From an optimization exercise on the open Yosys and OpenROAD flow, aimed at small area, a short achievable clock period and few clock cycles per item; shortcuts taken in it are not production practice.
Function was checked by simulation only, so behaviour that the tests miss may differ from the original.

## design/flow/constraint.sdc

```tcl
create_clock -name core_clock -period 5.0 [get_ports {clk}]
set_input_delay 1.0000 -clock core_clock [delete_from_list [all_inputs] [get_ports {clk}]]
set_output_delay 1.0000 -clock core_clock [all_outputs]
set_load 0.01 [all_outputs]
```

## design/flow/design.v

```verilog
`default_nettype none
package dot_pkg;
  localparam int N_LANES = 4;
  localparam int LANE_W = 8;
  localparam int WORD_W = N_LANES * LANE_W;
  localparam int RES_W = 32;
  localparam int ACC_W = 22;
  localparam int VEC_DEPTH = 16;
  localparam int ADDR_W = 4;
endpackage
`default_nettype wire
`default_nettype none
module dp_unit (
  input wire logic clk,
  input wire logic [31:0] act_data,
  input wire logic [31:0] w_word,
  input wire logic enc_load,
  input wire logic cut_vld,
  output logic [21:0] x_out,
  output logic [21:0] y_out
);
  logic [3:0][3:0] one_q;
  logic [3:0][3:0] two_q;
  logic [3:0][3:0] neg_q;
  logic [3:0][2:0] ncnt_q;
  logic [3:0][3:0] one_d;
  logic [3:0][3:0] two_d;
  logic [3:0][3:0] neg_d;
  logic [3:0][2:0] ncnt_d;
  for (genvar i = 0; i < 4; i++) begin : g_enc_lane
    for (genvar k = 0; k < 4; k++) begin : g_enc_digit
      logic b2, b1, b0;
      assign b2 = w_word[i*8 + 2*k + 1];
      assign b1 = w_word[i*8 + 2*k];
      if (k == 0) begin : g_lsb
        assign b0 = 1'b0;
      end else begin : g_mid
        assign b0 = w_word[i*8 + 2*k - 1];
      end
      assign one_d[i][k] = b1 ^ b0;
      assign two_d[i][k] = (b2 & ~b1 & ~b0) | (~b2 & b1 & b0);
      assign neg_d[i][k] = b2;
    end
  end
  for (genvar k = 0; k < 4; k++) begin : g_ncnt
    assign ncnt_d[k] = 3'(neg_d[0][k]) + 3'(neg_d[1][k]) + 3'(neg_d[2][k]) + 3'(neg_d[3][k]);
  end
  always_ff @(posedge clk) begin
    if (enc_load) begin
      one_q <= one_d;
      two_q <= two_d;
      neg_q <= neg_d;
      ncnt_q <= ncnt_d;
    end
  end
  logic [3:0][3:0][8:0] pp;
  for (genvar i = 0; i < 4; i++) begin : g_pp_lane
    logic [8:0] a1, a2;
    assign a1 = {act_data[i*8 + 7], act_data[i*8 +: 8]};
    assign a2 = {act_data[i*8 +: 8], 1'b0};
    for (genvar k = 0; k < 4; k++) begin : g_pp_digit
      assign pp[i][k] = ({9{one_q[i][k]}} & a1 | {9{two_q[i][k]}} & a2) ^ {9{neg_q[i][k]}};
    end
  end
  logic sb0_1;
  logic cb0_2;
  logic sb0_3;
  logic cb0_4;
  logic sb0_5;
  logic cb0_6;
  logic sb0_7;
  logic cb0_8;
  logic sb0_9;
  logic cb0_10;
  logic sb0_11;
  logic cb0_12;
  logic sb0_13;
  logic cb0_14;
  logic sb0_15;
  logic cb0_16;
  logic sb0_17;
  logic cb0_18;
  logic sb0_19;
  logic cb0_20;
  logic sb0_21;
  logic cb0_22;
  logic sb0_23;
  logic cb0_24;
  logic sb0_25;
  logic cb0_26;
  logic sb0_27;
  logic cb0_28;
  logic sb0_29;
  logic cb0_30;
  logic sb0_31;
  logic cb0_32;
  logic sb1_33;
  logic cb1_34;
  logic sb1_35;
  logic cb1_36;
  logic sb1_37;
  logic cb1_38;
  logic sb1_39;
  logic cb1_40;
  logic sb1_41;
  logic cb1_42;
  logic sb1_43;
  logic cb1_44;
  logic sb1_45;
  logic cb1_46;
  logic sb1_47;
  logic cb1_48;
  logic sb1_49;
  logic cb1_50;
  logic sb1_51;
  logic cb1_52;
  logic sb1_53;
  logic cb1_54;
  logic sb1_55;
  logic cb1_56;
  logic sb1_57;
  logic cb1_58;
  logic sb1_59;
  logic cb1_60;
  logic sb1_61;
  logic cb1_62;
  logic sb1_63;
  logic cb1_64;
  logic sb1_65;
  logic cb1_66;
  logic sb1_67;
  logic cb1_68;
  logic sb1_69;
  logic cb1_70;
  logic sb1_71;
  logic cb1_72;
  logic sb1_73;
  logic cb1_74;
  logic sb1_75;
  logic cb1_76;
  logic sb1_77;
  logic cb1_78;
  logic sb1_79;
  logic cb1_80;
  logic sb1_81;
  logic cb1_82;
  logic sb1_83;
  logic cb1_84;
  logic sb1_85;
  logic cb1_86;
  logic sb1_87;
  logic cb1_88;
  logic sb1_89;
  logic cb1_90;
  logic sb1_91;
  logic cb1_92;
  logic sb1_93;
  logic cb1_94;
  logic sb1_95;
  logic cb1_96;
  logic sb1_97;
  logic cb1_98;
  logic sc0_99;
  logic cc0_100;
  logic sc0_101;
  logic cc0_102;
  logic sc0_103;
  logic cc0_104;
  logic sc0_105;
  logic cc0_106;
  logic sc0_107;
  logic cc0_108;
  logic sc0_109;
  logic cc0_110;
  logic sc0_111;
  logic cc0_112;
  logic sc0_113;
  logic cc0_114;
  logic sc0_115;
  logic cc0_116;
  logic sc0_117;
  logic cc0_118;
  logic sc0_119;
  logic cc0_120;
  logic sc0_121;
  logic cc0_122;
  logic sc0_123;
  logic cc0_124;
  logic sc0_125;
  logic cc0_126;
  logic sc0_127;
  logic cc0_128;
  logic sc0_129;
  logic cc0_130;
  logic sc0_131;
  logic cc0_132;
  logic sc0_133;
  logic cc0_134;
  logic sc0_135;
  logic cc0_136;
  logic sc0_137;
  logic cc0_138;
  logic sc0_139;
  logic cc0_140;
  logic sc0_141;
  logic cc0_142;
  logic sc0_143;
  logic cc0_144;
  logic sc0_145;
  logic cc0_146;
  logic sc0_147;
  logic cc0_148;
  logic sc0_149;
  logic cc0_150;
  logic sc0_151;
  logic cc0_152;
  logic sc0_153;
  logic cc0_154;
  logic sc0_155;
  logic cc0_156;
  logic sc0_157;
  logic cc0_158;
  logic sc0_159;
  logic cc0_160;
  logic sc0_161;
  logic cc0_162;
  logic sc0_163;
  logic cc0_164;
  logic sc0_165;
  logic cc0_166;
  logic sc1_167;
  logic cc1_168;
  logic sc1_169;
  logic cc1_170;
  logic sc1_171;
  logic cc1_172;
  logic sc1_173;
  logic cc1_174;
  logic sc1_175;
  logic cc1_176;
  logic sc1_177;
  logic cc1_178;
  logic sc1_179;
  logic cc1_180;
  logic sc1_181;
  logic cc1_182;
  logic sc1_183;
  logic cc1_184;
  logic sc1_185;
  logic cc1_186;
  logic sc1_187;
  logic cc1_188;
  logic sc1_189;
  logic cc1_190;
  logic sc1_191;
  logic cc1_192;
  logic sc1_193;
  logic cc1_194;
  logic sc1_195;
  logic cc1_196;
  logic sc1_197;
  logic cc1_198;
  logic sc1_199;
  logic cc1_200;
  logic sc1_201;
  logic cc1_202;
  logic sc1_203;
  logic cc1_204;
  logic sc1_205;
  logic cc1_206;
  logic sc1_207;
  logic cc1_208;
  logic sc1_209;
  logic cc1_210;
  logic sc1_211;
  logic cc1_212;
  logic sc1_213;
  logic cc1_214;
  logic sc1_215;
  logic cc1_216;
  logic sc1_217;
  logic cc1_218;
  logic sc1_219;
  logic cc1_220;
  logic sc1_221;
  logic cc1_222;
  logic sc2_223;
  logic cc2_224;
  logic sc2_225;
  logic cc2_226;
  logic sc2_227;
  logic cc2_228;
  logic sc2_229;
  logic cc2_230;
  logic sc2_231;
  logic cc2_232;
  logic sc2_233;
  logic cc2_234;
  logic sc2_235;
  logic cc2_236;
  logic sc2_237;
  logic cc2_238;
  logic sc2_239;
  logic cc2_240;
  logic sc2_241;
  logic cc2_242;
  logic sc2_243;
  logic cc2_244;
  logic sc2_245;
  logic cc2_246;
  logic sc2_247;
  logic cc2_248;
  logic sc2_249;
  logic cc2_250;
  logic sc2_251;
  logic cc2_252;
  logic sc2_253;
  logic cc2_254;
  logic sc3_255;
  logic cc3_256;
  logic sc3_257;
  logic cc3_258;
  logic sc3_259;
  logic cc3_260;
  logic sc3_261;
  logic cc3_262;
  logic sc3_263;
  logic cc3_264;
  logic sc3_265;
  logic cc3_266;
  logic sc3_267;
  logic cc3_268;
  logic sc3_269;
  logic cc3_270;
  logic sc3_271;
  logic cc3_272;
  logic sc3_273;
  logic cc3_274;
  logic sc3_275;
  logic cc3_276;
  logic sc3_277;
  logic cc3_278;
  logic sc3_279;
  logic cc3_280;
  logic sc3_281;
  logic cc3_282;
  logic sc3_283;
  logic cc3_284;
  logic sc3_285;
  logic cc3_286;
  assign sb0_1 = pp[0][0][4] ^ pp[0][1][2];
  assign cb0_2 = pp[0][0][4] & pp[0][1][2];
  assign sb0_3 = pp[0][0][5] ^ pp[0][1][3];
  assign cb0_4 = pp[0][0][5] & pp[0][1][3];
  assign sb0_5 = pp[0][0][6] ^ pp[0][1][4] ^ pp[0][2][2];
  assign cb0_6 = (pp[0][0][6] & pp[0][1][4]) | (pp[0][0][6] & pp[0][2][2]) | (pp[0][1][4] & pp[0][2][2]);
  assign sb0_7 = pp[0][3][0] ^ pp[1][0][6] ^ pp[1][1][4];
  assign cb0_8 = (pp[0][3][0] & pp[1][0][6]) | (pp[0][3][0] & pp[1][1][4]) | (pp[1][0][6] & pp[1][1][4]);
  assign sb0_9 = pp[1][2][2] ^ pp[1][3][0] ^ pp[2][0][6];
  assign cb0_10 = (pp[1][2][2] & pp[1][3][0]) | (pp[1][2][2] & pp[2][0][6]) | (pp[1][3][0] & pp[2][0][6]);
  assign sb0_11 = pp[0][0][7] ^ pp[0][1][5] ^ pp[0][2][3];
  assign cb0_12 = (pp[0][0][7] & pp[0][1][5]) | (pp[0][0][7] & pp[0][2][3]) | (pp[0][1][5] & pp[0][2][3]);
  assign sb0_13 = pp[0][3][1] ^ pp[1][0][7] ^ pp[1][1][5];
  assign cb0_14 = (pp[0][3][1] & pp[1][0][7]) | (pp[0][3][1] & pp[1][1][5]) | (pp[1][0][7] & pp[1][1][5]);
  assign sb0_15 = pp[1][2][3] ^ pp[1][3][1] ^ pp[2][0][7];
  assign cb0_16 = (pp[1][2][3] & pp[1][3][1]) | (pp[1][2][3] & pp[2][0][7]) | (pp[1][3][1] & pp[2][0][7]);
  assign sb0_17 = pp[2][1][5] ^ pp[2][2][3];
  assign cb0_18 = pp[2][1][5] & pp[2][2][3];
  assign sb0_19 = ~pp[0][0][8] ^ pp[0][1][6] ^ pp[0][2][4];
  assign cb0_20 = (~pp[0][0][8] & pp[0][1][6]) | (~pp[0][0][8] & pp[0][2][4]) | (pp[0][1][6] & pp[0][2][4]);
  assign sb0_21 = pp[0][3][2] ^ ~pp[1][0][8] ^ pp[1][1][6];
  assign cb0_22 = (pp[0][3][2] & ~pp[1][0][8]) | (pp[0][3][2] & pp[1][1][6]) | (~pp[1][0][8] & pp[1][1][6]);
  assign sb0_23 = pp[1][2][4] ^ pp[1][3][2] ^ ~pp[2][0][8];
  assign cb0_24 = (pp[1][2][4] & pp[1][3][2]) | (pp[1][2][4] & ~pp[2][0][8]) | (pp[1][3][2] & ~pp[2][0][8]);
  assign sb0_25 = pp[2][1][6] ^ pp[2][2][4] ^ pp[2][3][2];
  assign cb0_26 = (pp[2][1][6] & pp[2][2][4]) | (pp[2][1][6] & pp[2][3][2]) | (pp[2][2][4] & pp[2][3][2]);
  assign sb0_27 = pp[0][1][7] ^ pp[0][2][5] ^ pp[0][3][3];
  assign cb0_28 = (pp[0][1][7] & pp[0][2][5]) | (pp[0][1][7] & pp[0][3][3]) | (pp[0][2][5] & pp[0][3][3]);
  assign sb0_29 = pp[1][1][7] ^ pp[1][2][5];
  assign cb0_30 = pp[1][1][7] & pp[1][2][5];
  assign sb0_31 = ~pp[0][1][8] ^ pp[0][2][6] ^ pp[0][3][4];
  assign cb0_32 = (~pp[0][1][8] & pp[0][2][6]) | (~pp[0][1][8] & pp[0][3][4]) | (pp[0][2][6] & pp[0][3][4]);
  assign sb1_33 = pp[0][0][2] ^ pp[0][1][0];
  assign cb1_34 = pp[0][0][2] & pp[0][1][0];
  assign sb1_35 = pp[0][0][3] ^ pp[0][1][1];
  assign cb1_36 = pp[0][0][3] & pp[0][1][1];
  assign sb1_37 = pp[0][2][0] ^ pp[1][0][4] ^ pp[1][1][2];
  assign cb1_38 = (pp[0][2][0] & pp[1][0][4]) | (pp[0][2][0] & pp[1][1][2]) | (pp[1][0][4] & pp[1][1][2]);
  assign sb1_39 = pp[1][2][0] ^ pp[2][0][4] ^ pp[2][1][2];
  assign cb1_40 = (pp[1][2][0] & pp[2][0][4]) | (pp[1][2][0] & pp[2][1][2]) | (pp[2][0][4] & pp[2][1][2]);
  assign sb1_41 = pp[2][2][0] ^ pp[3][0][4];
  assign cb1_42 = pp[2][2][0] & pp[3][0][4];
  assign sb1_43 = pp[0][2][1] ^ pp[1][0][5] ^ pp[1][1][3];
  assign cb1_44 = (pp[0][2][1] & pp[1][0][5]) | (pp[0][2][1] & pp[1][1][3]) | (pp[1][0][5] & pp[1][1][3]);
  assign sb1_45 = pp[1][2][1] ^ pp[2][0][5] ^ pp[2][1][3];
  assign cb1_46 = (pp[1][2][1] & pp[2][0][5]) | (pp[1][2][1] & pp[2][1][3]) | (pp[2][0][5] & pp[2][1][3]);
  assign sb1_47 = pp[2][2][1] ^ pp[3][0][5] ^ pp[3][1][3];
  assign cb1_48 = (pp[2][2][1] & pp[3][0][5]) | (pp[2][2][1] & pp[3][1][3]) | (pp[3][0][5] & pp[3][1][3]);
  assign sb1_49 = pp[3][2][1] ^ ncnt_q[2][1];
  assign cb1_50 = pp[3][2][1] & ncnt_q[2][1];
  assign sb1_51 = pp[2][1][4] ^ pp[2][2][2] ^ pp[2][3][0];
  assign cb1_52 = (pp[2][1][4] & pp[2][2][2]) | (pp[2][1][4] & pp[2][3][0]) | (pp[2][2][2] & pp[2][3][0]);
  assign sb1_53 = pp[3][0][6] ^ pp[3][1][4] ^ pp[3][2][2];
  assign cb1_54 = (pp[3][0][6] & pp[3][1][4]) | (pp[3][0][6] & pp[3][2][2]) | (pp[3][1][4] & pp[3][2][2]);
  assign sb1_55 = pp[3][3][0] ^ ncnt_q[2][2] ^ ncnt_q[3][0];
  assign cb1_56 = (pp[3][3][0] & ncnt_q[2][2]) | (pp[3][3][0] & ncnt_q[3][0]) | (ncnt_q[2][2] & ncnt_q[3][0]);
  assign sb1_57 = cb0_4 ^ sb0_5 ^ sb0_7;
  assign cb1_58 = (cb0_4 & sb0_5) | (cb0_4 & sb0_7) | (sb0_5 & sb0_7);
  assign sb1_59 = pp[2][3][1] ^ pp[3][0][7] ^ pp[3][1][5];
  assign cb1_60 = (pp[2][3][1] & pp[3][0][7]) | (pp[2][3][1] & pp[3][1][5]) | (pp[3][0][7] & pp[3][1][5]);
  assign sb1_61 = pp[3][2][3] ^ pp[3][3][1] ^ ncnt_q[3][1];
  assign cb1_62 = (pp[3][2][3] & pp[3][3][1]) | (pp[3][2][3] & ncnt_q[3][1]) | (pp[3][3][1] & ncnt_q[3][1]);
  assign sb1_63 = cb0_6 ^ cb0_8 ^ cb0_10;
  assign cb1_64 = (cb0_6 & cb0_8) | (cb0_6 & cb0_10) | (cb0_8 & cb0_10);
  assign sb1_65 = sb0_11 ^ sb0_13 ^ sb0_15;
  assign cb1_66 = (sb0_11 & sb0_13) | (sb0_11 & sb0_15) | (sb0_13 & sb0_15);
  assign sb1_67 = ~pp[3][0][8] ^ pp[3][1][6] ^ pp[3][2][4];
  assign cb1_68 = (~pp[3][0][8] & pp[3][1][6]) | (~pp[3][0][8] & pp[3][2][4]) | (pp[3][1][6] & pp[3][2][4]);
  assign sb1_69 = pp[3][3][2] ^ ncnt_q[3][2] ^ cb0_12;
  assign cb1_70 = (pp[3][3][2] & ncnt_q[3][2]) | (pp[3][3][2] & cb0_12) | (ncnt_q[3][2] & cb0_12);
  assign sb1_71 = cb0_14 ^ cb0_16 ^ cb0_18;
  assign cb1_72 = (cb0_14 & cb0_16) | (cb0_14 & cb0_18) | (cb0_16 & cb0_18);
  assign sb1_73 = sb0_19 ^ sb0_21 ^ sb0_23;
  assign cb1_74 = (sb0_19 & sb0_21) | (sb0_19 & sb0_23) | (sb0_21 & sb0_23);
  assign sb1_75 = pp[1][3][3] ^ pp[2][1][7] ^ pp[2][2][5];
  assign cb1_76 = (pp[1][3][3] & pp[2][1][7]) | (pp[1][3][3] & pp[2][2][5]) | (pp[2][1][7] & pp[2][2][5]);
  assign sb1_77 = pp[2][3][3] ^ pp[3][1][7] ^ pp[3][2][5];
  assign cb1_78 = (pp[2][3][3] & pp[3][1][7]) | (pp[2][3][3] & pp[3][2][5]) | (pp[3][1][7] & pp[3][2][5]);
  assign sb1_79 = pp[3][3][3] ^ cb0_20 ^ cb0_22;
  assign cb1_80 = (pp[3][3][3] & cb0_20) | (pp[3][3][3] & cb0_22) | (cb0_20 & cb0_22);
  assign sb1_81 = cb0_24 ^ cb0_26 ^ sb0_27;
  assign cb1_82 = (cb0_24 & cb0_26) | (cb0_24 & sb0_27) | (cb0_26 & sb0_27);
  assign sb1_83 = ~pp[1][1][8] ^ pp[1][2][6] ^ pp[1][3][4];
  assign cb1_84 = (~pp[1][1][8] & pp[1][2][6]) | (~pp[1][1][8] & pp[1][3][4]) | (pp[1][2][6] & pp[1][3][4]);
  assign sb1_85 = ~pp[2][1][8] ^ pp[2][2][6] ^ pp[2][3][4];
  assign cb1_86 = (~pp[2][1][8] & pp[2][2][6]) | (~pp[2][1][8] & pp[2][3][4]) | (pp[2][2][6] & pp[2][3][4]);
  assign sb1_87 = ~pp[3][1][8] ^ pp[3][2][6] ^ pp[3][3][4];
  assign cb1_88 = (~pp[3][1][8] & pp[3][2][6]) | (~pp[3][1][8] & pp[3][3][4]) | (pp[3][2][6] & pp[3][3][4]);
  assign sb1_89 = 1'b1 ^ cb0_28 ^ cb0_30;
  assign cb1_90 = (1'b1 & cb0_28) | (1'b1 & cb0_30) | (cb0_28 & cb0_30);
  assign sb1_91 = pp[0][2][7] ^ pp[0][3][5] ^ pp[1][2][7];
  assign cb1_92 = (pp[0][2][7] & pp[0][3][5]) | (pp[0][2][7] & pp[1][2][7]) | (pp[0][3][5] & pp[1][2][7]);
  assign sb1_93 = pp[1][3][5] ^ pp[2][2][7] ^ pp[2][3][5];
  assign cb1_94 = (pp[1][3][5] & pp[2][2][7]) | (pp[1][3][5] & pp[2][3][5]) | (pp[2][2][7] & pp[2][3][5]);
  assign sb1_95 = pp[3][2][7] ^ pp[3][3][5];
  assign cb1_96 = pp[3][2][7] & pp[3][3][5];
  assign sb1_97 = ~pp[0][2][8] ^ pp[0][3][6] ^ ~pp[1][2][8];
  assign cb1_98 = (~pp[0][2][8] & pp[0][3][6]) | (~pp[0][2][8] & ~pp[1][2][8]) | (pp[0][3][6] & ~pp[1][2][8]);
  assign sc0_99 = cut_q[10] ^ cut_q[11] ^ cut_q[12];
  assign cc0_100 = (cut_q[10] & cut_q[11]) | (cut_q[10] & cut_q[12]) | (cut_q[11] & cut_q[12]);
  assign sc0_101 = cut_q[13] ^ cut_q[14];
  assign cc0_102 = cut_q[13] & cut_q[14];
  assign sc0_103 = cut_q[19] ^ cut_q[20] ^ cut_q[21];
  assign cc0_104 = (cut_q[19] & cut_q[20]) | (cut_q[19] & cut_q[21]) | (cut_q[20] & cut_q[21]);
  assign sc0_105 = cut_q[22] ^ cut_q[23] ^ cut_q[24];
  assign cc0_106 = (cut_q[22] & cut_q[23]) | (cut_q[22] & cut_q[24]) | (cut_q[23] & cut_q[24]);
  assign sc0_107 = cut_q[25] ^ cut_q[26];
  assign cc0_108 = cut_q[25] & cut_q[26];
  assign sc0_109 = cut_q[28] ^ cut_q[29] ^ cut_q[30];
  assign cc0_110 = (cut_q[28] & cut_q[29]) | (cut_q[28] & cut_q[30]) | (cut_q[29] & cut_q[30]);
  assign sc0_111 = cut_q[31] ^ cut_q[32] ^ cut_q[33];
  assign cc0_112 = (cut_q[31] & cut_q[32]) | (cut_q[31] & cut_q[33]) | (cut_q[32] & cut_q[33]);
  assign sc0_113 = cut_q[34] ^ cut_q[35] ^ cut_q[36];
  assign cc0_114 = (cut_q[34] & cut_q[35]) | (cut_q[34] & cut_q[36]) | (cut_q[35] & cut_q[36]);
  assign sc0_115 = cut_q[37] ^ cut_q[38] ^ cut_q[39];
  assign cc0_116 = (cut_q[37] & cut_q[38]) | (cut_q[37] & cut_q[39]) | (cut_q[38] & cut_q[39]);
  assign sc0_117 = cut_q[40] ^ cut_q[41] ^ cut_q[42];
  assign cc0_118 = (cut_q[40] & cut_q[41]) | (cut_q[40] & cut_q[42]) | (cut_q[41] & cut_q[42]);
  assign sc0_119 = cut_q[43] ^ cut_q[44] ^ cut_q[45];
  assign cc0_120 = (cut_q[43] & cut_q[44]) | (cut_q[43] & cut_q[45]) | (cut_q[44] & cut_q[45]);
  assign sc0_121 = cut_q[46] ^ cut_q[47] ^ cut_q[48];
  assign cc0_122 = (cut_q[46] & cut_q[47]) | (cut_q[46] & cut_q[48]) | (cut_q[47] & cut_q[48]);
  assign sc0_123 = cut_q[49] ^ cut_q[50] ^ cut_q[51];
  assign cc0_124 = (cut_q[49] & cut_q[50]) | (cut_q[49] & cut_q[51]) | (cut_q[50] & cut_q[51]);
  assign sc0_125 = cut_q[52] ^ cut_q[53] ^ cut_q[54];
  assign cc0_126 = (cut_q[52] & cut_q[53]) | (cut_q[52] & cut_q[54]) | (cut_q[53] & cut_q[54]);
  assign sc0_127 = cut_q[55] ^ cut_q[56] ^ cut_q[57];
  assign cc0_128 = (cut_q[55] & cut_q[56]) | (cut_q[55] & cut_q[57]) | (cut_q[56] & cut_q[57]);
  assign sc0_129 = cut_q[58] ^ cut_q[59] ^ cut_q[60];
  assign cc0_130 = (cut_q[58] & cut_q[59]) | (cut_q[58] & cut_q[60]) | (cut_q[59] & cut_q[60]);
  assign sc0_131 = cut_q[61] ^ cut_q[62] ^ cut_q[63];
  assign cc0_132 = (cut_q[61] & cut_q[62]) | (cut_q[61] & cut_q[63]) | (cut_q[62] & cut_q[63]);
  assign sc0_133 = cut_q[64] ^ cut_q[65] ^ cut_q[66];
  assign cc0_134 = (cut_q[64] & cut_q[65]) | (cut_q[64] & cut_q[66]) | (cut_q[65] & cut_q[66]);
  assign sc0_135 = cut_q[67] ^ cut_q[68] ^ cut_q[69];
  assign cc0_136 = (cut_q[67] & cut_q[68]) | (cut_q[67] & cut_q[69]) | (cut_q[68] & cut_q[69]);
  assign sc0_137 = cut_q[70] ^ cut_q[71] ^ cut_q[72];
  assign cc0_138 = (cut_q[70] & cut_q[71]) | (cut_q[70] & cut_q[72]) | (cut_q[71] & cut_q[72]);
  assign sc0_139 = cut_q[73] ^ cut_q[74] ^ cut_q[75];
  assign cc0_140 = (cut_q[73] & cut_q[74]) | (cut_q[73] & cut_q[75]) | (cut_q[74] & cut_q[75]);
  assign sc0_141 = cut_q[76] ^ cut_q[77] ^ cut_q[78];
  assign cc0_142 = (cut_q[76] & cut_q[77]) | (cut_q[76] & cut_q[78]) | (cut_q[77] & cut_q[78]);
  assign sc0_143 = cut_q[79] ^ cut_q[80] ^ cut_q[81];
  assign cc0_144 = (cut_q[79] & cut_q[80]) | (cut_q[79] & cut_q[81]) | (cut_q[80] & cut_q[81]);
  assign sc0_145 = cut_q[82] ^ cut_q[83] ^ cut_q[84];
  assign cc0_146 = (cut_q[82] & cut_q[83]) | (cut_q[82] & cut_q[84]) | (cut_q[83] & cut_q[84]);
  assign sc0_147 = cut_q[85] ^ cut_q[86] ^ cut_q[87];
  assign cc0_148 = (cut_q[85] & cut_q[86]) | (cut_q[85] & cut_q[87]) | (cut_q[86] & cut_q[87]);
  assign sc0_149 = cut_q[88] ^ cut_q[89] ^ cut_q[90];
  assign cc0_150 = (cut_q[88] & cut_q[89]) | (cut_q[88] & cut_q[90]) | (cut_q[89] & cut_q[90]);
  assign sc0_151 = 1'b1 ^ cut_q[91] ^ cut_q[92];
  assign cc0_152 = (1'b1 & cut_q[91]) | (1'b1 & cut_q[92]) | (cut_q[91] & cut_q[92]);
  assign sc0_153 = cut_q[93] ^ cut_q[94] ^ cut_q[95];
  assign cc0_154 = (cut_q[93] & cut_q[94]) | (cut_q[93] & cut_q[95]) | (cut_q[94] & cut_q[95]);
  assign sc0_155 = cut_q[96] ^ cut_q[97] ^ cut_q[98];
  assign cc0_156 = (cut_q[96] & cut_q[97]) | (cut_q[96] & cut_q[98]) | (cut_q[97] & cut_q[98]);
  assign sc0_157 = cut_q[99] ^ cut_q[100] ^ cut_q[101];
  assign cc0_158 = (cut_q[99] & cut_q[100]) | (cut_q[99] & cut_q[101]) | (cut_q[100] & cut_q[101]);
  assign sc0_159 = cut_q[102] ^ cut_q[103] ^ cut_q[104];
  assign cc0_160 = (cut_q[102] & cut_q[103]) | (cut_q[102] & cut_q[104]) | (cut_q[103] & cut_q[104]);
  assign sc0_161 = cut_q[105] ^ cut_q[106] ^ cut_q[107];
  assign cc0_162 = (cut_q[105] & cut_q[106]) | (cut_q[105] & cut_q[107]) | (cut_q[106] & cut_q[107]);
  assign sc0_163 = cut_q[108] ^ cut_q[109] ^ cut_q[110];
  assign cc0_164 = (cut_q[108] & cut_q[109]) | (cut_q[108] & cut_q[110]) | (cut_q[109] & cut_q[110]);
  assign sc0_165 = cut_q[111] ^ 1'b1;
  assign cc0_166 = cut_q[111] & 1'b1;
  assign sc1_167 = cut_q[0] ^ cut_q[1];
  assign cc1_168 = cut_q[0] & cut_q[1];
  assign sc1_169 = cut_q[5] ^ cut_q[6] ^ cut_q[7];
  assign cc1_170 = (cut_q[5] & cut_q[6]) | (cut_q[5] & cut_q[7]) | (cut_q[6] & cut_q[7]);
  assign sc1_171 = cut_q[15] ^ cut_q[16] ^ cut_q[17];
  assign cc1_172 = (cut_q[15] & cut_q[16]) | (cut_q[15] & cut_q[17]) | (cut_q[16] & cut_q[17]);
  assign sc1_173 = cut_q[18] ^ sc0_99;
  assign cc1_174 = cut_q[18] & sc0_99;
  assign sc1_175 = cut_q[27] ^ cc0_100 ^ cc0_102;
  assign cc1_176 = (cut_q[27] & cc0_100) | (cut_q[27] & cc0_102) | (cc0_100 & cc0_102);
  assign sc1_177 = sc0_103 ^ sc0_105 ^ sc0_107;
  assign cc1_178 = (sc0_103 & sc0_105) | (sc0_103 & sc0_107) | (sc0_105 & sc0_107);
  assign sc1_179 = cc0_104 ^ cc0_106 ^ cc0_108;
  assign cc1_180 = (cc0_104 & cc0_106) | (cc0_104 & cc0_108) | (cc0_106 & cc0_108);
  assign sc1_181 = sc0_109 ^ sc0_111 ^ sc0_113;
  assign cc1_182 = (sc0_109 & sc0_111) | (sc0_109 & sc0_113) | (sc0_111 & sc0_113);
  assign sc1_183 = cc0_110 ^ cc0_112 ^ cc0_114;
  assign cc1_184 = (cc0_110 & cc0_112) | (cc0_110 & cc0_114) | (cc0_112 & cc0_114);
  assign sc1_185 = sc0_115 ^ sc0_117 ^ sc0_119;
  assign cc1_186 = (sc0_115 & sc0_117) | (sc0_115 & sc0_119) | (sc0_117 & sc0_119);
  assign sc1_187 = cc0_116 ^ cc0_118 ^ cc0_120;
  assign cc1_188 = (cc0_116 & cc0_118) | (cc0_116 & cc0_120) | (cc0_118 & cc0_120);
  assign sc1_189 = sc0_121 ^ sc0_123 ^ sc0_125;
  assign cc1_190 = (sc0_121 & sc0_123) | (sc0_121 & sc0_125) | (sc0_123 & sc0_125);
  assign sc1_191 = cc0_122 ^ cc0_124 ^ cc0_126;
  assign cc1_192 = (cc0_122 & cc0_124) | (cc0_122 & cc0_126) | (cc0_124 & cc0_126);
  assign sc1_193 = sc0_127 ^ sc0_129 ^ sc0_131;
  assign cc1_194 = (sc0_127 & sc0_129) | (sc0_127 & sc0_131) | (sc0_129 & sc0_131);
  assign sc1_195 = cc0_128 ^ cc0_130 ^ cc0_132;
  assign cc1_196 = (cc0_128 & cc0_130) | (cc0_128 & cc0_132) | (cc0_130 & cc0_132);
  assign sc1_197 = sc0_133 ^ sc0_135 ^ sc0_137;
  assign cc1_198 = (sc0_133 & sc0_135) | (sc0_133 & sc0_137) | (sc0_135 & sc0_137);
  assign sc1_199 = cc0_134 ^ cc0_136 ^ cc0_138;
  assign cc1_200 = (cc0_134 & cc0_136) | (cc0_134 & cc0_138) | (cc0_136 & cc0_138);
  assign sc1_201 = sc0_139 ^ sc0_141 ^ sc0_143;
  assign cc1_202 = (sc0_139 & sc0_141) | (sc0_139 & sc0_143) | (sc0_141 & sc0_143);
  assign sc1_203 = cc0_140 ^ cc0_142 ^ cc0_144;
  assign cc1_204 = (cc0_140 & cc0_142) | (cc0_140 & cc0_144) | (cc0_142 & cc0_144);
  assign sc1_205 = sc0_145 ^ sc0_147 ^ sc0_149;
  assign cc1_206 = (sc0_145 & sc0_147) | (sc0_145 & sc0_149) | (sc0_147 & sc0_149);
  assign sc1_207 = cc0_146 ^ cc0_148 ^ cc0_150;
  assign cc1_208 = (cc0_146 & cc0_148) | (cc0_146 & cc0_150) | (cc0_148 & cc0_150);
  assign sc1_209 = sc0_151 ^ sc0_153 ^ sc0_155;
  assign cc1_210 = (sc0_151 & sc0_153) | (sc0_151 & sc0_155) | (sc0_153 & sc0_155);
  assign sc1_211 = cc0_152 ^ cc0_154 ^ cc0_156;
  assign cc1_212 = (cc0_152 & cc0_154) | (cc0_152 & cc0_156) | (cc0_154 & cc0_156);
  assign sc1_213 = sc0_157 ^ sc0_159 ^ sc0_161;
  assign cc1_214 = (sc0_157 & sc0_159) | (sc0_157 & sc0_161) | (sc0_159 & sc0_161);
  assign sc1_215 = cut_q[112] ^ cc0_158 ^ cc0_160;
  assign cc1_216 = (cut_q[112] & cc0_158) | (cut_q[112] & cc0_160) | (cc0_158 & cc0_160);
  assign sc1_217 = cc0_162 ^ sc0_163 ^ sc0_165;
  assign cc1_218 = (cc0_162 & sc0_163) | (cc0_162 & sc0_165) | (sc0_163 & sc0_165);
  assign sc1_219 = cut_q[113] ^ cut_q[114] ^ cut_q[115];
  assign cc1_220 = (cut_q[113] & cut_q[114]) | (cut_q[113] & cut_q[115]) | (cut_q[114] & cut_q[115]);
  assign sc1_221 = cut_q[116] ^ cc0_164 ^ cc0_166;
  assign cc1_222 = (cut_q[116] & cc0_164) | (cut_q[116] & cc0_166) | (cc0_164 & cc0_166);
  assign sc2_223 = cut_q[2] ^ cut_q[3];
  assign cc2_224 = cut_q[2] & cut_q[3];
  assign sc2_225 = cut_q[8] ^ cut_q[9] ^ cc1_168;
  assign cc2_226 = (cut_q[8] & cut_q[9]) | (cut_q[8] & cc1_168) | (cut_q[9] & cc1_168);
  assign sc2_227 = sc0_101 ^ cc1_170 ^ sc1_171;
  assign cc2_228 = (sc0_101 & cc1_170) | (sc0_101 & sc1_171) | (cc1_170 & sc1_171);
  assign sc2_229 = cc1_172 ^ cc1_174 ^ sc1_175;
  assign cc2_230 = (cc1_172 & cc1_174) | (cc1_172 & sc1_175) | (cc1_174 & sc1_175);
  assign sc2_231 = cc1_176 ^ cc1_178 ^ sc1_179;
  assign cc2_232 = (cc1_176 & cc1_178) | (cc1_176 & sc1_179) | (cc1_178 & sc1_179);
  assign sc2_233 = cc1_180 ^ cc1_182 ^ sc1_183;
  assign cc2_234 = (cc1_180 & cc1_182) | (cc1_180 & sc1_183) | (cc1_182 & sc1_183);
  assign sc2_235 = cc1_184 ^ cc1_186 ^ sc1_187;
  assign cc2_236 = (cc1_184 & cc1_186) | (cc1_184 & sc1_187) | (cc1_186 & sc1_187);
  assign sc2_237 = cc1_188 ^ cc1_190 ^ sc1_191;
  assign cc2_238 = (cc1_188 & cc1_190) | (cc1_188 & sc1_191) | (cc1_190 & sc1_191);
  assign sc2_239 = cc1_192 ^ cc1_194 ^ sc1_195;
  assign cc2_240 = (cc1_192 & cc1_194) | (cc1_192 & sc1_195) | (cc1_194 & sc1_195);
  assign sc2_241 = cc1_196 ^ cc1_198 ^ sc1_199;
  assign cc2_242 = (cc1_196 & cc1_198) | (cc1_196 & sc1_199) | (cc1_198 & sc1_199);
  assign sc2_243 = cc1_200 ^ cc1_202 ^ sc1_203;
  assign cc2_244 = (cc1_200 & cc1_202) | (cc1_200 & sc1_203) | (cc1_202 & sc1_203);
  assign sc2_245 = cc1_204 ^ cc1_206 ^ sc1_207;
  assign cc2_246 = (cc1_204 & cc1_206) | (cc1_204 & sc1_207) | (cc1_206 & sc1_207);
  assign sc2_247 = cc1_208 ^ cc1_210 ^ sc1_211;
  assign cc2_248 = (cc1_208 & cc1_210) | (cc1_208 & sc1_211) | (cc1_210 & sc1_211);
  assign sc2_249 = cc1_212 ^ cc1_214 ^ sc1_215;
  assign cc2_250 = (cc1_212 & cc1_214) | (cc1_212 & sc1_215) | (cc1_214 & sc1_215);
  assign sc2_251 = cc1_216 ^ cc1_218 ^ sc1_219;
  assign cc2_252 = (cc1_216 & cc1_218) | (cc1_216 & sc1_219) | (cc1_218 & sc1_219);
  assign sc2_253 = 1'b1 ^ cc1_220;
  assign cc2_254 = 1'b1 & cc1_220;
  assign sc3_255 = cut_q[4] ^ sc1_167;
  assign cc3_256 = cut_q[4] & sc1_167;
  assign sc3_257 = sc1_169 ^ cc2_224 ^ sc2_225;
  assign cc3_258 = (sc1_169 & cc2_224) | (sc1_169 & sc2_225) | (cc2_224 & sc2_225);
  assign sc3_259 = sc1_173 ^ cc2_226 ^ sc2_227;
  assign cc3_260 = (sc1_173 & cc2_226) | (sc1_173 & sc2_227) | (cc2_226 & sc2_227);
  assign sc3_261 = sc1_177 ^ cc2_228 ^ sc2_229;
  assign cc3_262 = (sc1_177 & cc2_228) | (sc1_177 & sc2_229) | (cc2_228 & sc2_229);
  assign sc3_263 = sc1_181 ^ cc2_230 ^ sc2_231;
  assign cc3_264 = (sc1_181 & cc2_230) | (sc1_181 & sc2_231) | (cc2_230 & sc2_231);
  assign sc3_265 = sc1_185 ^ cc2_232 ^ sc2_233;
  assign cc3_266 = (sc1_185 & cc2_232) | (sc1_185 & sc2_233) | (cc2_232 & sc2_233);
  assign sc3_267 = sc1_189 ^ cc2_234 ^ sc2_235;
  assign cc3_268 = (sc1_189 & cc2_234) | (sc1_189 & sc2_235) | (cc2_234 & sc2_235);
  assign sc3_269 = sc1_193 ^ cc2_236 ^ sc2_237;
  assign cc3_270 = (sc1_193 & cc2_236) | (sc1_193 & sc2_237) | (cc2_236 & sc2_237);
  assign sc3_271 = sc1_197 ^ cc2_238 ^ sc2_239;
  assign cc3_272 = (sc1_197 & cc2_238) | (sc1_197 & sc2_239) | (cc2_238 & sc2_239);
  assign sc3_273 = sc1_201 ^ cc2_240 ^ sc2_241;
  assign cc3_274 = (sc1_201 & cc2_240) | (sc1_201 & sc2_241) | (cc2_240 & sc2_241);
  assign sc3_275 = sc1_205 ^ cc2_242 ^ sc2_243;
  assign cc3_276 = (sc1_205 & cc2_242) | (sc1_205 & sc2_243) | (cc2_242 & sc2_243);
  assign sc3_277 = sc1_209 ^ cc2_244 ^ sc2_245;
  assign cc3_278 = (sc1_209 & cc2_244) | (sc1_209 & sc2_245) | (cc2_244 & sc2_245);
  assign sc3_279 = sc1_213 ^ cc2_246 ^ sc2_247;
  assign cc3_280 = (sc1_213 & cc2_246) | (sc1_213 & sc2_247) | (cc2_246 & sc2_247);
  assign sc3_281 = sc1_217 ^ cc2_248 ^ sc2_249;
  assign cc3_282 = (sc1_217 & cc2_248) | (sc1_217 & sc2_249) | (cc2_248 & sc2_249);
  assign sc3_283 = sc1_221 ^ cc2_250 ^ sc2_251;
  assign cc3_284 = (sc1_221 & cc2_250) | (sc1_221 & sc2_251) | (cc2_250 & sc2_251);
  assign sc3_285 = cc1_222 ^ cc2_252 ^ sc2_253;
  assign cc3_286 = (cc1_222 & cc2_252) | (cc1_222 & sc2_253) | (cc2_252 & sc2_253);
  logic [116:0] cut_q;
  logic [21:0] x_q;
  logic [21:0] y_q;
  always_ff @(posedge clk) begin
      cut_q[0] <= pp[0][0][0];
      cut_q[1] <= pp[1][0][0];
      cut_q[2] <= pp[2][0][0];
      cut_q[3] <= pp[3][0][0];
      cut_q[4] <= ncnt_q[0][0];
      cut_q[5] <= pp[0][0][1];
      cut_q[6] <= pp[1][0][1];
      cut_q[7] <= pp[2][0][1];
      cut_q[8] <= pp[3][0][1];
      cut_q[9] <= ncnt_q[0][1];
      cut_q[10] <= pp[1][0][2];
      cut_q[11] <= pp[1][1][0];
      cut_q[12] <= pp[2][0][2];
      cut_q[13] <= pp[2][1][0];
      cut_q[14] <= pp[3][0][2];
      cut_q[15] <= pp[3][1][0];
      cut_q[16] <= ncnt_q[0][2];
      cut_q[17] <= ncnt_q[1][0];
      cut_q[18] <= sb1_33;
      cut_q[19] <= pp[1][0][3];
      cut_q[20] <= pp[1][1][1];
      cut_q[21] <= pp[2][0][3];
      cut_q[22] <= pp[2][1][1];
      cut_q[23] <= pp[3][0][3];
      cut_q[24] <= pp[3][1][1];
      cut_q[25] <= ncnt_q[1][1];
      cut_q[26] <= cb1_34;
      cut_q[27] <= sb1_35;
      cut_q[28] <= pp[3][1][2];
      cut_q[29] <= pp[3][2][0];
      cut_q[30] <= ncnt_q[1][2];
      cut_q[31] <= ncnt_q[2][0];
      cut_q[32] <= sb0_1;
      cut_q[33] <= cb1_36;
      cut_q[34] <= sb1_37;
      cut_q[35] <= sb1_39;
      cut_q[36] <= sb1_41;
      cut_q[37] <= cb0_2;
      cut_q[38] <= sb0_3;
      cut_q[39] <= cb1_38;
      cut_q[40] <= cb1_40;
      cut_q[41] <= cb1_42;
      cut_q[42] <= sb1_43;
      cut_q[43] <= sb1_45;
      cut_q[44] <= sb1_47;
      cut_q[45] <= sb1_49;
      cut_q[46] <= sb0_9;
      cut_q[47] <= cb1_44;
      cut_q[48] <= cb1_46;
      cut_q[49] <= cb1_48;
      cut_q[50] <= cb1_50;
      cut_q[51] <= sb1_51;
      cut_q[52] <= sb1_53;
      cut_q[53] <= sb1_55;
      cut_q[54] <= sb1_57;
      cut_q[55] <= sb0_17;
      cut_q[56] <= cb1_52;
      cut_q[57] <= cb1_54;
      cut_q[58] <= cb1_56;
      cut_q[59] <= cb1_58;
      cut_q[60] <= sb1_59;
      cut_q[61] <= sb1_61;
      cut_q[62] <= sb1_63;
      cut_q[63] <= sb1_65;
      cut_q[64] <= sb0_25;
      cut_q[65] <= cb1_60;
      cut_q[66] <= cb1_62;
      cut_q[67] <= cb1_64;
      cut_q[68] <= cb1_66;
      cut_q[69] <= sb1_67;
      cut_q[70] <= sb1_69;
      cut_q[71] <= sb1_71;
      cut_q[72] <= sb1_73;
      cut_q[73] <= sb0_29;
      cut_q[74] <= cb1_68;
      cut_q[75] <= cb1_70;
      cut_q[76] <= cb1_72;
      cut_q[77] <= cb1_74;
      cut_q[78] <= sb1_75;
      cut_q[79] <= sb1_77;
      cut_q[80] <= sb1_79;
      cut_q[81] <= sb1_81;
      cut_q[82] <= sb0_31;
      cut_q[83] <= cb1_76;
      cut_q[84] <= cb1_78;
      cut_q[85] <= cb1_80;
      cut_q[86] <= cb1_82;
      cut_q[87] <= sb1_83;
      cut_q[88] <= sb1_85;
      cut_q[89] <= sb1_87;
      cut_q[90] <= sb1_89;
      cut_q[91] <= cb0_32;
      cut_q[92] <= cb1_84;
      cut_q[93] <= cb1_86;
      cut_q[94] <= cb1_88;
      cut_q[95] <= cb1_90;
      cut_q[96] <= sb1_91;
      cut_q[97] <= sb1_93;
      cut_q[98] <= sb1_95;
      cut_q[99] <= pp[1][3][6];
      cut_q[100] <= ~pp[2][2][8];
      cut_q[101] <= pp[2][3][6];
      cut_q[102] <= ~pp[3][2][8];
      cut_q[103] <= pp[3][3][6];
      cut_q[104] <= cb1_92;
      cut_q[105] <= cb1_94;
      cut_q[106] <= cb1_96;
      cut_q[107] <= sb1_97;
      cut_q[108] <= pp[0][3][7];
      cut_q[109] <= pp[1][3][7];
      cut_q[110] <= pp[2][3][7];
      cut_q[111] <= pp[3][3][7];
      cut_q[112] <= cb1_98;
      cut_q[113] <= ~pp[0][3][8];
      cut_q[114] <= ~pp[1][3][8];
      cut_q[115] <= ~pp[2][3][8];
      cut_q[116] <= ~pp[3][3][8];
  end
  always_ff @(posedge clk) begin
      x_q[0] <= cut_vld & sc2_223;
      x_q[1] <= cut_vld & cc3_256;
      x_q[2] <= cut_vld & cc3_258;
      x_q[3] <= cut_vld & cc3_260;
      x_q[4] <= cut_vld & cc3_262;
      x_q[5] <= cut_vld & cc3_264;
      x_q[6] <= cut_vld & cc3_266;
      x_q[7] <= cut_vld & cc3_268;
      x_q[8] <= cut_vld & cc3_270;
      x_q[9] <= cut_vld & cc3_272;
      x_q[10] <= cut_vld & cc3_274;
      x_q[11] <= cut_vld & cc3_276;
      x_q[12] <= cut_vld & cc3_278;
      x_q[13] <= cut_vld & cc3_280;
      x_q[14] <= cut_vld & cc3_282;
      x_q[15] <= cut_vld & cc3_284;
      x_q[16] <= cut_vld & cc2_254;
      x_q[17] <= cut_vld & 1'b1;
      x_q[18] <= cut_vld & 1'b1;
      x_q[19] <= cut_vld & 1'b1;
      x_q[20] <= cut_vld & 1'b1;
      x_q[21] <= cut_vld & 1'b1;
      y_q[0] <= cut_vld & sc3_255;
      y_q[1] <= cut_vld & sc3_257;
      y_q[2] <= cut_vld & sc3_259;
      y_q[3] <= cut_vld & sc3_261;
      y_q[4] <= cut_vld & sc3_263;
      y_q[5] <= cut_vld & sc3_265;
      y_q[6] <= cut_vld & sc3_267;
      y_q[7] <= cut_vld & sc3_269;
      y_q[8] <= cut_vld & sc3_271;
      y_q[9] <= cut_vld & sc3_273;
      y_q[10] <= cut_vld & sc3_275;
      y_q[11] <= cut_vld & sc3_277;
      y_q[12] <= cut_vld & sc3_279;
      y_q[13] <= cut_vld & sc3_281;
      y_q[14] <= cut_vld & sc3_283;
      y_q[15] <= cut_vld & sc3_285;
      y_q[16] <= cut_vld & cc3_286;
      y_q[17] <= cut_vld & 1'b0;
      y_q[18] <= cut_vld & 1'b0;
      y_q[19] <= cut_vld & 1'b0;
      y_q[20] <= cut_vld & 1'b0;
      y_q[21] <= cut_vld & 1'b0;
  end
  assign x_out = x_q;
  assign y_out = y_q;
endmodule
`default_nettype wire
`default_nettype none
module weight_buffer (
  input wire logic clk,
  input wire logic wr_en,
  input wire logic [dot_pkg::ADDR_W-1:0] wr_addr,
  input wire logic [dot_pkg::WORD_W-1:0] wr_data,
  input wire logic [dot_pkg::VEC_DEPTH-1:0] rd_sel,
  output logic [dot_pkg::WORD_W-1:0] rd_data
);
  logic [dot_pkg::WORD_W-1:0] mem [dot_pkg::VEC_DEPTH];
  always_ff @(posedge clk) begin
    if (wr_en) begin
      mem[wr_addr] <= wr_data;
    end
  end
  always_comb begin
    rd_data = '0;
    for (int k = 0; k < dot_pkg::VEC_DEPTH; k++) begin
      rd_data = rd_data | (mem[k] & {dot_pkg::WORD_W{rd_sel[k]}});
    end
  end
endmodule
`default_nettype wire
`default_nettype none
module dot_accumulator (
  input wire logic clk,
  input wire logic clear,
  input wire logic [dot_pkg::ACC_W-1:0] x_in,
  input wire logic [dot_pkg::ACC_W-1:0] y_in,
  output logic signed [dot_pkg::RES_W-1:0] acc
);
  logic [dot_pkg::ACC_W-1:0] acc_q;
  logic [dot_pkg::ACC_W-1:0] s3;
  logic [dot_pkg::ACC_W-1:0] c3;
  assign acc = dot_pkg::RES_W'($signed(acc_q));
  assign s3 = acc_q ^ x_in ^ y_in;
  assign c3 = (acc_q & x_in) | (acc_q & y_in) | (x_in & y_in);
  always_ff @(posedge clk) begin
    if (clear) begin
      acc_q <= '0;
    end else begin
      acc_q <= s3 + {c3[dot_pkg::ACC_W-2:0], 1'b0};
    end
  end
endmodule
`default_nettype wire
`default_nettype none
module dot_ctrl (
  input wire logic clk,
  input wire logic reset,
  input wire logic start,
  input wire logic [dot_pkg::ADDR_W-1:0] vec_last,
  input wire logic act_valid,
  input wire logic w_wr,
  input wire logic [dot_pkg::ADDR_W-1:0] w_addr,
  output logic busy,
  output logic done,
  output logic buf_wr_en,
  output logic [dot_pkg::VEC_DEPTH-1:0] rd_sel,
  output logic enc_load,
  output logic w0_bypass,
  output logic acc_clear,
  output logic cut_vld
);
  logic busy_q;
  logic strm_q;
  logic [dot_pkg::VEC_DEPTH-1:0] ptr_q;
  logic [dot_pkg::VEC_DEPTH-1:0] last_q;
  logic done_q;
  logic [1:0] vld_q;
  logic [1:0] fin_q;
  logic is_idle;
  logic accept;
  logic finish;
  logic is_last;
  assign is_idle = !busy_q;
  assign accept = act_valid && strm_q;
  assign finish = vld_q[1] && fin_q[1];
  assign busy = busy_q;
  assign done = done_q;
  assign buf_wr_en = w_wr && is_idle;
  assign rd_sel = is_idle ? dot_pkg::VEC_DEPTH'(1) : (ptr_q << 1);
  assign enc_load = is_idle || accept;
  assign w0_bypass = is_idle && w_wr && (w_addr == '0);
  assign is_last = |(ptr_q & last_q);
  assign acc_clear = start && is_idle;
  assign cut_vld = vld_q[0];
  always_ff @(posedge clk) begin
    if (reset) begin
      busy_q <= 1'b0;
      strm_q <= 1'b0;
      ptr_q <= '0;
      last_q <= '0;
      done_q <= 1'b0;
      vld_q <= '0;
      fin_q <= '0;
    end else begin
      done_q <= finish;
      vld_q <= {vld_q[0], accept};
      fin_q <= {fin_q[0], accept && is_last};
      if (is_idle) begin
        if (start) begin
          busy_q <= 1'b1;
          strm_q <= 1'b1;
          ptr_q <= dot_pkg::VEC_DEPTH'(1);
          last_q <= dot_pkg::VEC_DEPTH'(1) << vec_last;
        end
      end else begin
        if (accept) begin
          ptr_q <= ptr_q << 1;
          if (is_last) begin
            strm_q <= 1'b0;
          end
        end
        if (finish) begin
          busy_q <= 1'b0;
        end
      end
    end
  end
endmodule
`default_nettype wire
`default_nettype none
module dot_engine_top (
  input wire logic clk,
  input wire logic reset,
  input wire logic w_wr,
  input wire logic [dot_pkg::ADDR_W-1:0] w_addr,
  input wire logic [dot_pkg::WORD_W-1:0] w_data,
  input wire logic start,
  input wire logic [dot_pkg::ADDR_W-1:0] vec_last,
  input wire logic act_valid,
  input wire logic [dot_pkg::WORD_W-1:0] act_data,
  output logic busy,
  output logic done,
  output logic signed [dot_pkg::RES_W-1:0] result
);
  logic buf_wr_en;
  logic [dot_pkg::VEC_DEPTH-1:0] rd_sel;
  logic [dot_pkg::WORD_W-1:0] rd_data;
  logic acc_clear;
  logic cut_vld;
  logic enc_load;
  logic w0_bypass;
  logic [dot_pkg::WORD_W-1:0] w_next;
  logic [dot_pkg::ACC_W-1:0] x_sum;
  logic [dot_pkg::ACC_W-1:0] y_sum;
  dot_ctrl dot_ctrl_i (
    .clk, .reset, .start, .vec_last, .act_valid, .w_wr, .w_addr,
    .busy, .done, .buf_wr_en, .rd_sel, .enc_load, .w0_bypass, .acc_clear, .cut_vld
  );
  weight_buffer weight_buffer_i (
    .clk, .wr_en(buf_wr_en), .wr_addr(w_addr), .wr_data(w_data),
    .rd_sel, .rd_data
  );
  assign w_next = w0_bypass ? w_data : rd_data;
  dp_unit dp_unit_i (
    .clk, .act_data, .w_word(w_next), .enc_load, .cut_vld, .x_out(x_sum), .y_out(y_sum)
  );
  dot_accumulator dot_accumulator_i (
    .clk, .clear(acc_clear), .x_in(x_sum), .y_in(y_sum), .acc(result)
  );
endmodule
`default_nettype wire
```

## design/flow/config.mk

```make
export PLATFORM = sky130hd
export DESIGN_NAME = dot_engine_top
export DESIGN_NICKNAME = dot_engine_top
export VERILOG_FILES = /design/flow/design.v
export SDC_FILE = /design/flow/constraint.sdc
export NUM_CORES = 4
export LEC_CHECK = 0
export CAP_MARGIN = 20
export CORE_MARGIN = 2
export CORE_UTILIZATION = 50
export SETUP_SLACK_MARGIN = 2.6
export SLEW_MARGIN = 20
```

## design/flow/run.sh

```bash
#!/bin/bash
# synth_recipe.tcl (not shown) runs the flow's synth.tcl, then flattens the netlist and writes it again
# the make line also repeats each setting of config.mk as NAME=value (left out here)
make -C /OpenROAD-flow-scripts/flow DESIGN_CONFIG=/design/flow/config.mk WORK_HOME=/design/flow/orfs CLKGATE_MAP_FILE= SYNTH_SCRIPT=/design/flow/synth_recipe.tcl finish
```

==> run summary <==
[through the flow]
stage,setup slack (ns),area [um2]
2_1_floorplan,1.48,34300
3_3_place_gp,0.672,36100
3_5_place_dp,0.585,36100
4_1_cts,2.17,40200
5_1_grt,2.14,40700
6_report,2.14,40700
[routing by layer]
layer,share of wire,global-route usage,routed length [um],vias up
met2,0.49,0.452,46600,988
met4,0.043,0.110,4050,4
met3,0.079,0.0477,7540,195
met5,0.00030,0,29,-
li1,-,-,-,9137
met1,0.39,0.364,37100,10800
[what timing repair did]
| item | in CTS | in global routing |
|---|---|---|
| hold buffers | 0 | 0 |
| resized for setup | 286 | 101 |
| buffers inserted | 61 | 25 |
| cloned | 5 | 0 |
| endpoints found under the setup margin | 611 | 171 |
| pin swaps | 87 | 56 |
[cell type report]
cell class | instances | area (um2)
Clock inverter | 53 | 504
Tap cell | 873 | 1090
Timing Repair Buffer | 265 | 2660
Fill cell | 5087 | 26300
Inverter | 133 | 499
Clock buffer | 102 | 2210
Multi-Input combinational cell | 1310 | 12100
Sequential cell | 785 | 21600
[logic make-up after synthesis]
| logic type | after synthesis | synth area share |
|---|---|---|
| compound gates | 504 | 0.112 |
| xor+xnor | 167 | 0.0434 |
| fa+ha+maj | 195 | 0.105 |
| buf+inv | 314 | 0.0379 |
| flops | 785 | 0.637 |
| mux | 12 | 0.00357 |
| simple gates | 432 | 0.0614 |
[registers in the layout (all words and copies together) (netlist names), 2 cells and up]
name and cells:
weight_buffer_i.mem 512, dp_unit_i.cut_q 117, dot_accumulator_i.acc_q 22, dp_unit_i.x_q 18, dp_unit_i.y_q 17, dot_ctrl_i.last_q 16, dot_ctrl_i.ptr_q 16, dp_unit_i.neg_q 16
dp_unit_i.one_q 16, dp_unit_i.two_q 16, dp_unit_i.ncnt_q 12, dot_ctrl_i.fin_q 2, dot_ctrl_i.vld_q 2
[worst min path at each step]
stage / startpoint / to / slack (ns) / cells after the start
2_1_floorplan: dp_unit_i.ncnt_q[5] / dp_unit_i.cut_q[30] / 0.32 / 0
3_3_place_gp: dp_unit_i.ncnt_q[2] / dp_unit_i.cut_q[16] / 0.34 / 0
4_1_cts: dp_unit_i.ncnt_q[2] / dp_unit_i.cut_q[16] / 0.35 / 0
6_report: dp_unit_i.ncnt_q[2] / dp_unit_i.cut_q[16] / 0.35 / 0
3_5_place_dp: dp_unit_i.ncnt_q[2] / dp_unit_i.cut_q[16] / 0.33 / 0
5_1_grt: dp_unit_i.ncnt_q[4] / dp_unit_i.cut_q[25] / 0.36 / 0
[power by group through the flow]
stage                     clock network (mW)  registers [mW]  logic (mW)
after global routing                    6.43            8.45        7.63
final                                   6.09            8.39        6.58
after CTS                               6.17            8.40        6.70
after detailed placement                   0            8.51        6.24
after global placement                     0            8.51        6.18
after floorplan                            0            8.11        4.15
[critical path, cell delays in order]
cell	delay (ns)
buf_8	0.09
or4b_4	0.58
nor3_4	0.17
buf_12	0.18
buf_16	0.17
o31ai_4	0.09
ha_1	0.32
inv_2	0.04
fa_2	0.32
inv_2	0.07
ha_4	0.19
[cells in the mapped netlist (all sizes together), types with 11 or more instances]
library cell and instances:
mux2i 12, xor2 38, dfxtp 213, edfxtp 572, a221oi 29, o31ai 12
nand4 23, buf 40, and2 11, fa 146, a21oi 39, a22o 29
nor2b 34, ha 49, nand2 158, clkbuf 141, a22oi 295, nand3 55
xnor2 129, inv 133, nor3 17, o21ai 46, nor2 73, nand2b 25
nor4 14, o22ai 11
==> flow_summary.json <==
{
  "drt_pass1_iterations": 6,
  "startpoint_type": "input port",
  "syn_area_per_cell_um2": 14.0,
  "synth-edff-count": 572,
  "ant_nets": 0,
  "dpl.cell_count": 3275,
  "cp-end-kind": "flop",
  "finalClockSkew_ns": 0.0354,
  "drt_wl_total_um": 95300,
  "reg2reg_to": "dp_unit_i.ncnt_q[4]",
  "synth_fp_nets": 2681,
  "drv_slew": 0,
  "critical_path_class": "in2reg",
  "seq_power_share": 0.398,
  "path_clk_slew_ns": 0.06,
  "hpwlAfterDp_um": 60100,
  "required_ns": 5.39,
  "cts_tree": "done",
  "arrival_ns": 3.25,
  "status": "finished clean",
  "nNetsFinal": 2850,
  "p_switching_mw": 6.87,
  "grt_max_degree": 42,
  "p_leak_nw": 14.6,
  "netSwitchingFraction": 0.326,
  "grt_antenna_before_repair": 2,
  "ys_seq_area_frac": 0.637,
  "antenna_cells": 0,
  "postSynthCellCount": 2409,
  "cts_sinks": 785,
  "grt_use_total": 0.275,
  "synthesis.area_um2": 33700,
  "tns_ns": 0,
  "grt_pass1_vias": 21200,
  "worst-r2r-cell-count": 10,
  "clk_latency_ns": 0.63,
  "whs_ns": 0.351,
  "cp_max_fo": 8,
  "synth_ff_type": "edfxtp_1",
  "mostFrequentLayoutCells": "edfxtp_1, a22oi_1, dfxtp_1, nand2_1, xnor2_1",
  "p_comb_frac": 0.313,
  "worstSetupStartpoint": "w_addr[2]",
  "core_area_um2": 66900,
  "r2r_slack_ns": 2.20,
  "final_common_cell": "edfxtp_1",
  "ys_warn_count": 4,
  "layout-drive-gt1-share": 0.231,
  "die_h_um": 263,
  "htree_levels": 3,
  "cts_buffers": 83,
  "period_needed_ns": 2.86,
  "holdCritPathClass": "reg2reg",
  "setup_viol": 0,
  "drt_iter0_markers": 2439,
  "synth_largest_area_cell": "edfxtp_1",
  "final_core_utilization": 0.608,
  "endpoint": "dp_unit_i.ncnt_q[4]",
  "synth_cell_types": 58,
  "rsz0062_at_grt": "true",
  "reg2reg_from": "dot_ctrl_i.busy_q",
  "clockBufferDepth": 3,
  "total_power_mw": 21.1,
  "root_buffer": "clkbuf_16",
  "instances_no_fill": 3521,
  "drc": 0,
  "finalHoldViolations": 0,
  "dieArea_um2": 69400,
  "final.period_utilization": 0.573,
  "max_freq_ghz": 0.349,
  "p_int_mw": 14.2,
  "ios": 111,
  "grt_remaining_overflow": 0,
  "p_per_area_nw_per_um2": 518,
  "worst_slew_pin_slew_ns": 0.860,
  "vdd_drop_max_uv": 502,
  "synthTopCellsByArea": "edfxtp_1, dfxtp_1, fa_1",
  "wl_per_cell_um": 27.1,
  "async_flop_share": 0,
  "initial_core_util": 0.503,
  "synth-seq-cells": 785,
  "avgViaCountPerCell": 5.99,
  "synth_top_area_frac": 0.510,
  "gp_congestion": 0.886,
  "portBuffers": 110,
  "row_count": 95,
  "slew_headroom": 0.426,
  "fp.dieW_um": 263,
  "vias": 21100,
  "maxCapViolCount": 0,
  "power_frac_clock": 0.289,
  "grt_pass1_wl_um": 140000,
  "syn2layout_area_growth_pct": 20.8
}
Testbench counts, summed over its fixed seeds: cycles 14,859, items 1,280.

[port drivers added, routing unchanged]
In the flow no input, the clock included, has a driving cell. The finished layout below was timed again as built, in two steps. Step 1, drivers: a clkbuf_16 drives clk and a buf_2 each remaining input, both assumed. Step 2 adds t to the input delays and takes it off the output delays; t is the mean of the earliest and latest rising clock arrival at the registers after step 1. Input paths then give back, and output paths get back, about the clock's delay inside the block. a / b / c = ideal ports / drivers / drivers and shift; a / b = the first two.
t (ns): 0.683
setup slack, ns: 2.136 / 2.159 / 1.476
worst setup path at the end: input to register
After both steps setup and hold are still met in this run. The setup slack of this run moves by +0.023 ns with the drivers and by -0.660 ns with both steps.
